Context: an optimization exercise on an open-source flow, tuned for small area, a short achievable clock period and few clock cycles per item. The choices shown serve that exercise and are no tape-out recipe. Only simulation tests tie the RTL to the original design; equivalence was not proved.

==> flow/design.v (excerpt) <==
module sparse_dot_top #(
    parameter int MAX_ROWS = sparse_pkg::MAX_DIM,
    parameter int MAX_COLS = sparse_pkg::MAX_DIM
) (
    input  logic                                  clk,
    input  logic                                  rst,
    input  logic                                  load_en,
    input  sparse_pkg::bank_e                     load_bank,
    input  logic [sparse_pkg::INDEX_W-1:0]        load_index,
    input  sparse_pkg::word_t                     load_data,
    input  logic                                  start,
    input  logic [sparse_pkg::DIM_W-1:0]          num_rows,
    input  logic [sparse_pkg::DIM_W-1:0]          num_cols,
    input  logic [sparse_pkg::LANES*MAX_ROWS-1:0] bitmap_a,
    input  logic [sparse_pkg::LANES*MAX_COLS-1:0] bitmap_b,
    output logic                                  busy,
    output logic                                  done,
    output logic                                  result_valid,
    output logic [sparse_pkg::DIM_W-1:0]          result_row,
    output logic [sparse_pkg::DIM_W-1:0]          result_col,
    output sparse_pkg::acc_t                      result_value
);
    logic              issue;
    logic              issue_last;
    logic [1:0]        pair_mask;
    logic [2:0]        row;
    logic [2:0]        col;
    logic [2:0]        ka0;
    logic [2:0]        ka1;
  ...
For scale: roughly 3,200 cells after synthesis, ~800 flip-flops, roughly 41,000 µm² of cells after synthesis.
clock: 10.0 ns
lec_check: 0
abc_clock_period_in_ps: 3000
cap_margin: 5
core_margin: 2
core_utilization: 60
cts_cluster_diameter: 80
cts_cluster_size: 30
slew_margin: 5
standard.sh (not shown) runs the stock make flow with config.mk's settings and CLKGATE_MAP_FILE= SYNTH_SCRIPT=/design/flow/synth_recipe.tcl, a recipe that flattens the netlist after the stock synthesis.
==> flow/flow/run.sh <==
#!/bin/bash
# The standard layout, with timing repair aiming below the design's clock
# period (the SDC is unchanged; only the repair margin is raised). Extra make
# variables, one per line, come from flow/args.txt.
set -euo pipefail
mapfile -t ARGS < flow/args.txt
bash standard.sh "${ARGS[@]}" finish > standard_finish.log 2>&1
==> flow/flow/args.txt <==
SETUP_SLACK_MARGIN=6.7
BUFFER_PORTS_ARGS=-buffer_cell sky130_fd_sc_hd__buf_2
Testbench counts at the start, summed over its fixed seeds: cycles 10,520, items 9,944.
Next try:
--- a/flow/config.mk
+++ b/flow/config.mk
@@ -9 +9 @@
-export CAP_MARGIN = 5
+export CAP_MARGIN = 20
@@ -12,3 +12,3 @@
-export CTS_CLUSTER_DIAMETER = 80
-export CTS_CLUSTER_SIZE = 30
-export SLEW_MARGIN = 5
+export CTS_CLUSTER_DIAMETER = 70
+export CTS_CLUSTER_SIZE = 35
+export SLEW_MARGIN = 20
Result:
- worst hold slack hardly moves
- critical path depth is unchanged
Next try:
--- a/flow/config.mk
+++ b/flow/config.mk
@@ -12,2 +12,3 @@
-export CTS_CLUSTER_DIAMETER = 70
-export CTS_CLUSTER_SIZE = 35
+export CTS_CLUSTER_DIAMETER = 80
+export CTS_CLUSTER_SIZE = 30
+export PLACE_DENSITY = 0.5
What happened: Non-clock buffer count came out higher by 9. Via count is about the same. Cell area drops by 0.38%. Hold slack hardly moves. Routed wire length is about the same. Critical path depth does not change. Die area stays the same. Count of clock-buffer cells in the layout grows by 8.
Next try:
==> flow/flow/args.txt (replaced) <==
SETUP_SLACK_MARGIN=6.8
--- a/flow/config.mk
+++ b/flow/config.mk
@@ -12,3 +11,0 @@
-export CTS_CLUSTER_DIAMETER = 80
-export CTS_CLUSTER_SIZE = 30
-export PLACE_DENSITY = 0.5
Critical path depth stays the same.
Synthesized area is unchanged.
Utilization rose by 3.9 points.
Sequential share of layout area fell by 2.5 points.
Next try:
==> flow/flow/args.txt (replaced) <==
SETUP_SLACK_MARGIN=6.75
BUFFER_PORTS_ARGS=-buffer_cell sky130_fd_sc_hd__buf_2
--- a/flow/config.mk
+++ b/flow/config.mk
@@ -11,0 +12,2 @@
+export CTS_CLUSTER_DIAMETER = 80
+export CTS_CLUSTER_SIZE = 30
Result: The new run went through all stages and came out clean. Clock-buffer cell count came out lower by 53. Critical path depth increases by 1. Synthesized area stays the same. Setup slack gets worse by 0.0046 ns.
Next try:
==> flow/flow/args.txt (replaced) <==
SETUP_SLACK_MARGIN=6.5
BUFFER_PORTS_ARGS=-buffer_cell sky130_fd_sc_hd__buf_2
After rerunning: The changed run went through all stages and came out clean; synthesized area does not change; final cell count decreases by 1.3%; first-iteration DRC count increases by 0.58%; die area stays the same; sequential share of layout area increases by 1.3 points; final area decreases by about 3.3%; routed wire length decreases by about 0.8%; global-route usage stays flat; register-to-register slack got worse by 0.07 ns.

## afterwards: timing with drivers on the ports
Ports are ideal in the flow. The routed layouts listed here were re-timed in OpenROAD.
Step 1: set_driving_cell puts a clkbuf_16 on clk and a buf_2 on each other input, an assumption about the parent block.
Step 2 times the ports against the registers' clock, not the clock port: input delays grow and output delays shrink by t, the midpoint of the rising clock arrivals with the driver on.
Three values: no drivers, after step 1, after step 2; two values: the first two.
run	t, ns	setup slack, ns	latest minus earliest clock arrival (ns)	slew at the worst register clock pin (ns)	cell pins on the clock port's net
the first run	0.671	6.646 / 6.646 / 6.111	0.047 / 0.047	0.11 / 0.11	1
the second run	0.672	6.660 / 6.660 / 6.117	0.076 / 0.076	0.12 / 0.12	1
the third run	0.661	6.685 / 6.685 / 6.108	0.053 / 0.054	0.11 / 0.11	1
the fourth run	0.708	6.615 / 6.615 / 6.120	0.042 / 0.041	0.07 / 0.07	1
the fifth run	0.677	6.610 / 6.610 / 6.208	0.049 / 0.048	0.11 / 0.11	1
the sixth run	0.674	6.396 / 6.438 / 5.764	0.064 / 0.064	0.12 / 0.12	1
After both steps every run listed still meets setup and hold. For the sixth run, which loses most, drivers alone change the setup slack by +0.042 ns; drivers and shift together by -0.632 ns.
